From an optimization exercise on the open Yosys and OpenROAD flow, aimed at small area and few clock cycles per item; shortcuts taken in it are not production practice.
Only simulation tests tie the RTL to the original design; equivalence was not proved.

==> 12-27 <==
==> flow/design.v (excerpt) <==
module hsl_neighbor_edge_map (
  input  logic          clk_i,
  input  logic          rst_ni,
  input  logic          pix_valid_i,
  output logic          pix_ready_o,
  input  logic [7:0]    pix_hue_i,
  input  logic [7:0]    pix_sat_i,
  input  logic [7:0]    pix_light_i,
  input  logic          pix_frame_end_i,
  input  logic          cfg_valid_i,
  output logic          cfg_ready_o,
  input  logic [2:0]    cfg_index_i,
  input  logic [17:0]   cfg_data_i,
  output logic          res_valid_o,
  input  logic          res_ready_i,
  output logic          res_edge_o,
  output logic [4:0]    res_col_o,
  output logic [9:0]    res_row_o,
  output logic          res_run_last_o,
  output logic          res_frame_done_o
);
  localparam int unsigned ColW = hnem_pkg::ColW;
  logic [hnem_pkg::ThrW-1:0]     edge_threshold_q;
  logic [hnem_pkg::WeightW-1:0]  hue_weight_q;
  logic [hnem_pkg::WeightW-1:0]  saturation_weight_q;
  logic [hnem_pkg::WeightW-1:0]  lightness_weight_q;
  ...
clock: 12.0 ns
lec_check: 0
cap_margin: 20
cell_pad_in_sites_detail_placement: 1
cell_pad_in_sites_global_placement: 2
core_margin: 2
core_utilization: 30
cts_cluster_diameter: 150
cts_cluster_size: 20
place_density: 0.45
slew_margin: 20
standard.sh (not shown) runs the stock make flow with config.mk's settings and CLKGATE_MAP_FILE= SYNTH_SCRIPT=/design/flow/synth_recipe.tcl, a recipe that flattens the netlist after the stock synthesis.
==> flow/flow/run.sh <==
#!/bin/bash
# Layout flow: the standard flow, except that the carry-save core of each neighbour-pair
# compare (module hnem_csa) is laid down as the cell netlist that flow/gen_csa.py writes
# (and-or-invert partial products and full adders) instead of being left to Yosys and ABC.
#
#  1. gen_csa.py writes hnem_csa as sky130 cells; ABC proves it equal to the design's own
#     hnem_csa (the miter of the two, written by Yosys as an AIG).
#  3. The standard synthesis runs again with hnem_csa as a black box, so every other part of
#     the design, registers included, is synthesized the way the standard flow does it.
#  4. Yosys puts the cell netlist in place of each black box and flattens it into the top.
#  5. regs.py gives each register the instance name it has in the reference (Yosys leaves a
#     few registers with numbered names) and checks that the registers, names and cell types,
#     are exactly the reference's.
set -euo pipefail

W=$PWD
RES=$W/orfs/results/$FLOW_PLATFORM/hsl_neighbor_edge_map/base
LIB=$FLOW_HOME/platforms/$FLOW_PLATFORM/lib/sky130_fd_sc_hd__tt_025C_1v80.lib

python3 flow/gen_csa.py cells > hnem_csa_cells.v 2> gen_csa.log

# Equivalence of the cell netlist with the design's hnem_csa: Yosys writes their miter as an
# AIG, and ABC proves its output never 1 (iprove: UNSATISFIABLE).
cat > csa_miter.ys <<EOF
read_liberty -ignore_miss_func $LIB
read_verilog hnem_csa_cells.v
rename hnem_csa gate
read_verilog -sv $FLOW_DESIGN
rename hnem_csa gold
miter -equiv -flatten gold gate miter
hierarchy -top miter
flatten
techmap
opt_clean
aigmap
write_aiger -zinit csa_miter.aig
EOF
ABC=$(command -v yosys-abc || echo "$(dirname "$(command -v yosys)")/yosys-abc")
csa_equal() {
  yosys -l csa_miter.log -s csa_miter.ys > /dev/null 2>&1 &&
  "$ABC" -c "read csa_miter.aig; strash; iprove" > csa_iprove.log 2>&1 &&
  grep -q "^UNSATISFIABLE" csa_iprove.log
}

cat > csa_insert.ys <<EOF
read_liberty -lib $LIB
read_verilog hnem_csa_cells.v
read_verilog 1_2_yosys_blackbox.v
hierarchy -check -top $FLOW_TOP
flatten
opt_clean -purge
check -assert
stat -liberty $LIB
write_verilog -noattr -nohex -nodec 1_2_yosys_cells.v
EOF

bash standard.sh "$RES/1_2_yosys.v" > synth_ref.log 2>&1
cp "$RES/1_2_yosys.v" 1_2_yosys_ref.v
mv orfs orfs_ref

ok=0
if csa_equal; then
  if bash standard.sh SYNTH_BLACKBOXES=hnem_csa "$RES/1_2_yosys.v" > synth.log 2>&1; then
    cp "$RES/1_2_yosys.v" 1_2_yosys_blackbox.v
    if yosys -l csa_insert.log -s csa_insert.ys > csa_insert.out 2>&1 &&
       python3 flow/regs.py 1_2_yosys_ref.v 1_2_yosys_cells.v 1_2_yosys_final.v > regs.log 2>&1; then
      ok=1
    fi
  fi
fi

if [[ $ok == 1 ]]; then
  cp 1_2_yosys_final.v "$RES/1_2_yosys.v"
else
  echo "cell netlist not used: laying out the standard synthesis" > fallback.log
  rm -rf orfs
  cp -a orfs_ref orfs
fi
touch "$RES/1_2_yosys.v"
bash standard.sh "${1:-finish}" > layout.log 2>&1
Other scripts of this flow, unchanged in this note and not shown: flow/flow/csa_equiv.out, flow/flow/csa_gate.ys, flow/flow/gen_csa.py, flow/flow/regs.py
==> 05-22 (differences from 12-27) <==
--- a/flow/config.mk
+++ b/flow/config.mk
@@ -11,6 +11,6 @@
 export CORE_MARGIN = 2
-export CORE_UTILIZATION = 30
+export CORE_UTILIZATION = 35
 export CTS_CLUSTER_DIAMETER = 150
 export CTS_CLUSTER_SIZE = 20
-export PLACE_DENSITY = 0.45
+export PLACE_DENSITY = 0.55
 export SLEW_MARGIN = 20
==> 04-07 (differences from 12-27) <==
--- a/flow/config.mk
+++ b/flow/config.mk
@@ -7,3 +7,3 @@
 export LEC_CHECK = 0
-export CAP_MARGIN = 20
+export CAP_MARGIN = 5
 export CELL_PAD_IN_SITES_DETAIL_PLACEMENT = 1
@@ -12,5 +12,3 @@
 export CORE_UTILIZATION = 30
-export CTS_CLUSTER_DIAMETER = 150
-export CTS_CLUSTER_SIZE = 20
 export PLACE_DENSITY = 0.45
-export SLEW_MARGIN = 20
+export SLEW_MARGIN = 5
==> qor summary <==
	05-22	12-27	04-07
Seq/total area	0.391	0.386	0.375
Clock latency on the worst-skew pair	0.73 ns	0.76 ns	0.80 ns
Worst-path clk slew	0.09 ns	0.10 ns	0.06 ns
Synth-to-Final Area Change	10.6%	12.2%	15.4%
Min Clock Period, post-route	11.48 ns	11.01 ns	11.10 ns
Routability Congestion	0.934	0.881	0.881
Final core utilization	0.389	0.338	0.347
Outcome	finished clean	finished clean	finished clean
Part of the cycle the worst path needs	0.956	0.917	0.925
Cell Count Post-Placement	7550	8069	8069
Width of the chip	443 um	478 um	478 um
Largest driver fanout on the critical path	26	14	14
Share of cell area taken by multi-input logic gates	0.507	0.499	0.485
Post-Place Setup Slack	0.577 ns	0.877 ns	0.867 ns
Met3 routed WL	25500 um	21400 um	21500 um
Testbench counts of 12-27, summed over its fixed seeds: cycles 8,472, items 8,192.
Testbench counts of 05-22, summed over its fixed seeds: cycles 8,472, items 8,192.
Testbench counts of 04-07, summed over its fixed seeds: cycles 8,472, items 8,192.

separate check: timing with driven ports:
In the flow no input, the clock included, has a driving cell. The finished layouts below were timed again as built, in two steps. Step 1 (the two cells are an assumption about what drives the block):
set clk [get_ports {clk_i}]
set_driving_cell -lib_cell sky130_fd_sc_hd__clkbuf_16 $clk
set_driving_cell -lib_cell sky130_fd_sc_hd__buf_2 [delete_from_list [all_inputs] $clk]
Step 2 also shifts input and output timing later by t, the mid clock arrival at the registers, as if the neighbouring blocks saw the same clock. Slacks: ideal / step 1 / step 2; pairs: ideal / step 1.
| run | shift t [ns] | setup WS [ns] | worst setup path at the end | clock arrival spread, ns | worst data-port slew with drivers (ns) |
|---|---|---|---|---|---|
| 12-27 | 0.819 | 0.993 / 0.993 / 0.993 | register to register | 0.053 / 0.053 | 0.06 |
| 05-22 | 0.779 | 0.525 / 0.525 / 0.525 | register to register | 0.046 / 0.046 | 0.08 |
| 04-07 | 0.849 | 0.903 / 0.903 / 0.903 | register to register | 0.067 / 0.067 | 0.07 |
After both steps every run listed still meets setup and hold.
